This design comes from an exercise in tuning for small area, a short achievable clock period and few clock cycles per item on the open sky130 flow, not from production work.
In this exercise RTL edits were held to simulation tests only and were not proved equivalent to the original.

Design aes_top, start of the top module:
module aes_top #(
  parameter int ADDR_W = 8
) (
  input  logic              clk,
  input  logic              reset,
  input  logic [ADDR_W-1:0] awaddr,
  input  logic              awvalid,
  output logic              awready,
  input  logic [31:0]       wdata,
  input  logic [3:0]        wstrb,
  input  logic              wvalid,
  output logic              wready,
  output logic [1:0]        bresp,
  output logic              bvalid,
  input  logic              bready,
  input  logic [ADDR_W-1:0] araddr,
  input  logic              arvalid,
  output logic              arready,
  output logic [31:0]       rdata,
  output logic [1:0]        rresp,
  output logic              rvalid,
  input  logic              rready
);
==> module aes_axil_read, before the edit <==
module aes_axil_read #(
  parameter int ADDR_W = 8
) (
  input  logic              clk,
  input  logic              reset,
  input  logic [ADDR_W-1:0] araddr,
  input  logic              arvalid,
  output logic              arready,
  output logic [31:0]       rdata,
  output logic [1:0]        rresp,
  output logic              rvalid,
  input  logic              rready,
  input  logic [127:0]      plaintext,
  input  logic              busy,
  input  logic              done,
  input  logic              finish,      
  input  logic [127:0]      ciphertext
);
  localparam logic [ADDR_W-1:0] KEY_A  = ADDR_W'(aes_pkg::REG_KEY0);
  localparam logic [ADDR_W-1:0] PT_A   = ADDR_W'(aes_pkg::REG_PT0);
  localparam logic [ADDR_W-1:0] CTRL_A = ADDR_W'(aes_pkg::REG_CTRL);
  localparam logic [ADDR_W-1:0] STAT_A = ADDR_W'(aes_pkg::REG_STATUS);
  localparam logic [ADDR_W-1:0] CT_A   = ADDR_W'(aes_pkg::REG_CT0);
  logic        accept;
  logic        is_stat;
  logic        wait_q;    
  logic        respond;
  logic        take;      
  logic [1:0]  word;
  logic [1:0]  status;    
  logic [31:0] rd_data;
  logic [1:0]  rd_resp;
  assign accept  = arvalid && arready;
  assign word    = araddr[3:2];
  assign is_stat = araddr[ADDR_W-1:2] == STAT_A[ADDR_W-1:2];
  assign status  = finish ? 2'b10 : {done, busy};
  assign respond = accept ? !(is_stat && busy && !finish) : (wait_q && (finish || !busy));
  assign take = wait_q ? (finish || !busy) : !rvalid;
  always_comb
  begin
    rd_data = '0;
    rd_resp = aes_pkg::RESP_OKAY;
    if (wait_q)
      rd_data = {30'b0, status};   
    else if (araddr[ADDR_W-1:4] == PT_A[ADDR_W-1:4])
      rd_data = plaintext[32 * (3 - int'(word)) +: 32];
    else if (araddr[ADDR_W-1:4] == CT_A[ADDR_W-1:4])
      rd_data = ciphertext[32 * (3 - int'(word)) +: 32];
    else if (is_stat)
      rd_data = {30'b0, status};
    else if (araddr[ADDR_W-1:4] != KEY_A[ADDR_W-1:4]
             && araddr[ADDR_W-1:2] != CTRL_A[ADDR_W-1:2])
      rd_resp = aes_pkg::RESP_SLVERR;   
  end
  always_ff @(posedge clk or negedge reset)
  begin
    if (!reset)
    begin
      arready <= 1'b0;
      rvalid  <= 1'b0;
      wait_q  <= 1'b0;
    end
    else if (respond)
    begin
      arready <= 1'b0;   
      rvalid  <= 1'b1;
      wait_q  <= 1'b0;
    end
    else if (accept)
    begin
      arready <= 1'b0;
      wait_q  <= 1'b1;
    end
    else if (rvalid && rready)
    begin
      rvalid  <= 1'b0;
      arready <= 1'b1;
    end
    else if (!rvalid && !wait_q)
      arready <= 1'b1;   
  end
  always_ff @(posedge clk)
  begin
    if (take)
    begin
      rdata <= rd_data;
      rresp <= rd_resp;
    end
  end
endmodule
==> flow/config.mk <==
export PLATFORM = sky130hd
export DESIGN_NAME = aes_top
export DESIGN_NICKNAME = aes_top
export VERILOG_FILES = /design/flow/design.v
export SDC_FILE = /design/flow/constraint.sdc
export NUM_CORES = 4
export LEC_CHECK = 0
export CAP_MARGIN = 20
export CELL_PAD_IN_SITES_DETAIL_PLACEMENT = 1
export CELL_PAD_IN_SITES_GLOBAL_PLACEMENT = 2
export CORE_MARGIN = 2
export CORE_UTILIZATION = 40
export PLACE_DENSITY = 0.55
export SLEW_MARGIN = 20
==> flow/constraint.sdc <==
create_clock -name core_clock -period 10.0 [get_ports {clk}]
set_input_delay 2.0000 -clock core_clock [delete_from_list [all_inputs] [get_ports {clk}]]
set_output_delay 2.0000 -clock core_clock [all_outputs]
set_load 0.01 [all_outputs]
standard.sh (not shown) runs the stock make flow with config.mk's settings and CLKGATE_MAP_FILE= SYNTH_SCRIPT=/design/flow/synth_recipe.tcl, a recipe that flattens the netlist after the stock synthesis.
==> flow/flow/run.sh <==
#!/bin/bash
# Layout flow: the standard flow, except that
#  - synthesis maps the logic with the ABC script in flow/synth.abc (area-oriented
#    mapping that keeps the xor structure of the s-boxes) instead of ORFS's speed script;
#  - the make calls get the extra settings in EXTRA (repair aims at a larger setup margin).
# Everything else (yosys synth -nofsm -noshare, flattening, renaming, floorplan to finish,
# the final DEF) is the standard flow.
set -euo pipefail
W=$PWD
F=$W/flow
EXTRA="SETUP_SLACK_MARGIN=5.75"

# ORFS synthesis script with only the abc script replaced
sed -e 's|^\( *\)log_cmd abc {\*}\$abc_args|\1set abc_args [lreplace $abc_args 1 1 '"$F"'/synth.abc]\n\1log_cmd abc {*}$abc_args|' \
  "$FLOW_HOME/scripts/synth.tcl" > "$W/synth_custom.tcl"
grep -q "$F/synth.abc" "$W/synth_custom.tcl"
sed -e 's|source \$::env(SCRIPTS_DIR)/synth.tcl|source '"$W"'/synth_custom.tcl|' synth_recipe.tcl > "$W/synth_recipe_custom.tcl"
grep -q "synth_custom.tcl" "$W/synth_recipe_custom.tcl"

# standard.sh with the extra settings; synthesis also with the custom script
sed -e 's|"\${@:-finish}"|'"$EXTRA"' "${@:-finish}"|' standard.sh > "$W/layout_custom.sh"
grep -q "$EXTRA" "$W/layout_custom.sh"
sed -e 's|SYNTH_SCRIPT=[^ ]*|SYNTH_SCRIPT='"$W"'/synth_recipe_custom.tcl|' "$W/layout_custom.sh" > "$W/synth_custom.sh"

bash "$W/synth_custom.sh" synth > "$W/synth.log" 2>&1
bash "$W/layout_custom.sh" > "$W/layout.log" 2>&1
==> flow/flow/synth.abc <==
strash
&get -n
&dch -f
&nf -R 1000
&put
Testbench counts at the start, summed over its fixed seeds: cycles 5,056, blocks 128.
==> next run, changes <==
--- a/flow/design.v
+++ b/flow/design.v
@@ -447,7 +447,6 @@
   logic        is_stat;
   logic        wait_q;    
   logic        respond;
-  logic        take;      
   logic [1:0]  word;
   logic [1:0]  status;    
   logic [31:0] rd_data;
@@ -457,12 +456,11 @@
   assign is_stat = araddr[ADDR_W-1:2] == STAT_A[ADDR_W-1:2];
   assign status  = finish ? 2'b10 : {done, busy};
   assign respond = accept ? !(is_stat && busy && !finish) : (wait_q && (finish || !busy));
-  assign take = wait_q ? (finish || !busy) : !rvalid;
   always_comb
   begin
     rd_data = '0;
     rd_resp = aes_pkg::RESP_OKAY;
-    if (wait_q)
+    if (!accept)
       rd_data = {30'b0, status};   
     else if (araddr[ADDR_W-1:4] == PT_A[ADDR_W-1:4])
       rd_data = plaintext[32 * (3 - int'(word)) +: 32];
@@ -503,7 +501,7 @@
   end
   always_ff @(posedge clk)
   begin
-    if (take)
+    if (respond)
     begin
       rdata <= rd_data;
       rresp <= rd_resp;
Effect:
- hold slack stays flat
- final area barely changes
- die area barely changes
- setup slack is better by 0.046 ns
- non-clock buffer count decreases by 5
Testbench counts after the change, summed over its fixed seeds: cycles 5,056, blocks 128.

port drivers added, routing unchanged:
In the flow no input, the clock included, has a driving cell. The finished layouts below were timed again as built, in two steps.
Step 1, drivers: a clkbuf_16 drives clk and a buf_2 each remaining input, both assumed.
Step 2 times the ports against the registers' clock, not the clock port: input delays grow and output delays shrink by t, the midpoint of the rising clock arrivals with the driver on.
a / b / c = ideal ports / drivers / drivers and shift; a / b = the first two.
run	t, ns	setup WS [ns]	cell pins on the clock port's net
the first run	0.770	5.725 / 5.726 / 5.019	1
the second run	0.756	5.771 / 5.771 / 5.083	1
After both steps setup and hold are still met in every run listed. For the first run, which loses most, drivers alone change the setup slack by +0.001 ns; drivers and shift together by -0.706 ns.
